This is an optimization exercise on Yosys and OpenROAD, whose aim is small area, a short achievable clock period and few clock cycles per item, not a production implementation.
Only simulation tests tie the RTL to the original design; equivalence was not proved.
No activity file was given, so power comes from the tool's default toggle rates.

Setup of lane 1:
==> flow/design.v (excerpt) <==
module fc_layer_top (
    input  logic                  clk,
    input  logic                  rst_n,
    input  logic                  start,
    output logic                  finish,
    input  logic [31:0]           scale,
    output logic                  weight_rd_en,
    output logic [16-1:0] weight_rd_addr0,
    output logic [16-1:0] weight_rd_addr1,
    input  logic [63:0]           weight_rdata,
    output logic                  act_rd_en,
    output logic [16-1:0] act_rd_addr0,
    output logic [16-1:0] act_rd_addr1,
    input  logic [63:0]           act_rdata,
    output logic [3:0]            act_wr_we,
    output logic [16-1:0] act_wr_addr,
    output logic [31:0]           act_wr_data
);
==> flow/config.mk <==
export PLATFORM = sky130hd
export DESIGN_NAME = fc_layer_top
export DESIGN_NICKNAME = fc_layer_top
export VERILOG_FILES = /design/flow/design.v
export SDC_FILE = /design/flow/constraint.sdc
export NUM_CORES = 4
export LEC_CHECK = 0
export CAP_MARGIN = 20
export CORE_MARGIN = 2
export CORE_UTILIZATION = 40
export SLEW_MARGIN = 20
export SYNTH_HIERARCHICAL = 1
==> flow/constraint.sdc <==
create_clock -name core_clock -period 14.5 [get_ports {clk}]
set_input_delay 2.9000 -clock core_clock [delete_from_list [all_inputs] [get_ports {clk}]]
set_output_delay 2.9000 -clock core_clock [all_outputs]
set_load 0.01 [all_outputs]
standard.sh (not shown) runs the stock make flow with config.mk's settings and CLKGATE_MAP_FILE= SYNTH_SCRIPT=/design/flow/synth_recipe.tcl, a recipe that flattens the netlist after the stock synthesis.
==> flow/flow/run.sh <==
#!/bin/bash
# The standard layout, except that:
# - the port buffers are the platform's smallest plain buffer instead of a
#   delay buffer;
# - timing repair aims for setup slack well above zero, so that the layout
#   runs faster than the 14.5 ns it has to meet.
set -euo pipefail
export BUFFER_PORTS_ARGS="-buffer_cell sky130_fd_sc_hd__buf_1"
export SETUP_SLACK_MARGIN=10.5
export SKIP_GATE_CLONING=1
bash standard.sh > standard.log 2>&1
No stage failed in lane 1, and the final checks on the layout all came back clean.
Testbench counts of lane 1, summed over its fixed seeds: cycles 144,960, layers 24.
Input-level comparison between lane 2 and lane 1:
Settings: CTS_CLUSTER_SIZE: unset -> 30; CTS_CLUSTER_DIAMETER: unset -> 100.
==> flow/flow/run.sh <==
#!/bin/bash
# The standard layout, except that the port buffers are the platform's
# smallest plain buffer instead of a delay buffer.
set -euo pipefail
export BUFFER_PORTS_ARGS="-buffer_cell sky130_fd_sc_hd__buf_1"
bash standard.sh > standard.log 2>&1
### Flow results
Taking lane 1 as the reference point, the wire length after detailed routing of lane 2 falls by about 4%.
Compared with lane 1, in lane 2 sequential share of layout area increased by 1.4 points relative to the old numbers; post-CTS resize count decreased by 196 relative to the old numbers; via density per instance decreased by about 0.5% relative to the old numbers.
For lane 2, the worst-path cell with the longest stage delay was dfxtp_1, unlike lane 1, where it was edfxtp_1.
In the flow results for lane 1 and lane 2, the total power is larger on lane 1.
### lane 2 -> lane 3
Settings: CTS_CLUSTER_SIZE removed (was 30); CTS_CLUSTER_DIAMETER removed (was 100).
==> flow/run.sh (new file) <==
#!/bin/bash
# synth_recipe.tcl (not shown) runs the flow's synth.tcl, then flattens the netlist and writes it again
# the make line also repeats each setting of config.mk as NAME=value (left out here)
make -C /OpenROAD-flow-scripts/flow DESIGN_CONFIG=/design/flow/config.mk WORK_HOME=/design/flow/orfs CLKGATE_MAP_FILE= SYNTH_SCRIPT=/design/flow/synth_recipe.tcl finish
removed: flow/flow/run.sh
removed: flow/standard.sh
==> run summary <==
Between lane 3 and lane 2, the remaining design rule violation count does not differ in any meaningful way. When lane 3 is measured against lane 2, its count of placed standard cells in the final layout, fillers left out turns out 40 higher. Lane 3 against lane 2; clock tree buffer count of the final layout is up by more than 100%. Summary — instance area at placement, lane 3 relative to lane 2: higher, by 5.7%. Lane 3 gives less achievable clock frequency than lane 2 did. Lane 2 → lane 3: worst hold slack after final layout now sits lower, post-detailed-routing wire length now sits lower, worst hold path depth now sits at about the same level, relative contribution of combinational cells to total power now sits lower, sequential share of layout area now sits lower. On total via count in the routed design, lane 2 and lane 3 are neck and neck.
What lane 4 does differently from lane 3 at the input level:
==> flow/flow/run.sh (new file) <==
#!/bin/bash
# The standard layout, except that the port buffers are the platform's
# smallest plain buffer instead of a delay buffer.
set -euo pipefail
export BUFFER_PORTS_ARGS="-buffer_cell sky130_fd_sc_hd__buf_1"
bash standard.sh > standard.log 2>&1
==> flow/standard.sh (new file) <==
#!/bin/bash
# synth_recipe.tcl (not shown) runs the flow's synth.tcl, then flattens the netlist and writes it again
# the make line also repeats each setting of config.mk as NAME=value (left out here)
make -C /OpenROAD-flow-scripts/flow DESIGN_CONFIG=/design/flow/config.mk WORK_HOME=/design/flow/orfs CLKGATE_MAP_FILE= SYNTH_SCRIPT=/design/flow/synth_recipe.tcl "${@:-finish}"
removed: flow/run.sh
[summary]
- Lane 4 and lane 3 ended up with roughly the same count of nets after finishing.
- Lane 4 ended up with dfxtp_1 as its critical path's slowest cell; lane 3 ended up with clkdlybuf4s50_1.
- Compared with lane 3, lane 4 is the more power-hungry design.
- In the reports for lane 3 and lane 4, the smaller total of fill cells in the finished design belongs to lane 3.
- Lane 4 vs lane 3: worst setup skew after layout up
- The setup slack in lane 4 was higher than what lane 3 gave.
- Of lane 3 and lane 4, the run reporting the lower arrival time of data at the critical path endpoint was lane 4.

* * *

Another version of the RTL of fc_layer_top (not shown whole).
For scale: about 2,300 cells after synthesis, about 400 flip-flops, about 280 I/O pins, about 26,000 sq um of cells after synthesis.
clock: 14.5 ns
lec_check: 0
cap_margin: 20
core_margin: 2
core_utilization: 85
cts_cluster_diameter: 100
cts_cluster_size: 30
slew_margin: 20
synth_hierarchical: 1
==> flow/flow/run.sh <==
#!/bin/bash
# The standard layout, except that the port buffers are the platform's
# smallest plain buffer instead of a delay buffer.
set -euo pipefail
export BUFFER_PORTS_ARGS="-buffer_cell sky130_fd_sc_hd__buf_1"
bash standard.sh > standard.log 2>&1
The starting point completed without violations.
Testbench counts at the start, summed over its fixed seeds: cycles 144,960, layers 24.
Next try:
--- a/flow/config.mk
+++ b/flow/config.mk
@@ -10 +10 @@
-export CORE_UTILIZATION = 85
+export CORE_UTILIZATION = 40
After rerunning:
- The changed run completed without violations
- wire length went down by roughly a tenth
- register-to-register slack is better by 120 ps
- sequential share of layout area went down by 1.0 points
- fmax went down slightly
- worst setup slack is worse by 19 ps

==> what the ideal ports hide <==
No port has a modelled driver above. Below, the same layouts with a new extraction and two added sets of constraints. Step 1 (the two cells are an assumption about what drives the block):
set clk [get_ports {clk}]
set_driving_cell -lib_cell sky130_fd_sc_hd__clkbuf_16 $clk
set_driving_cell -lib_cell sky130_fd_sc_hd__buf_2 [delete_from_list [all_inputs] $clk]
Step 2 adds t to the input delays and takes it off the output delays; t is the mean of the earliest and latest rising clock arrival at the registers after step 1. Input paths then give back, and output paths get back, about the clock's delay inside the block. Slacks: ideal / step 1 / step 2; pairs: ideal / step 1.
run | shift t [ns] | setup slack, ns | latest minus earliest clock arrival (ns) | slew at the worst register clock pin (ns)
lane 1 | 0.655 | 10.404 / 10.344 / 10.346 | 0.026 / 0.026 | 0.07 / 0.07
lane 2 | 0.638 | 10.267 / 10.203 / 10.387 | 0.036 / 0.036 | 0.11 / 0.11
lane 3 | 0.657 | 9.801 / 9.740 / 9.815 | 0.021 / 0.021 | 0.07 / 0.07
lane 4 | 0.659 | 10.239 / 10.178 / 10.364 | 0.026 / 0.026 | 0.07 / 0.07
the first run of note 2 | 0.593 | 10.280 / 10.224 / 9.941 | 0.022 / 0.023 | 0.12 / 0.12
the second run of note 2 | 0.633 | 10.262 / 10.203 / 10.232 | 0.035 / 0.036 | 0.12 / 0.12
After both steps every run listed still meets setup and hold. For the first run of note 2, which loses most, drivers alone change the setup slack by -0.056 ns; drivers and shift together by -0.339 ns.
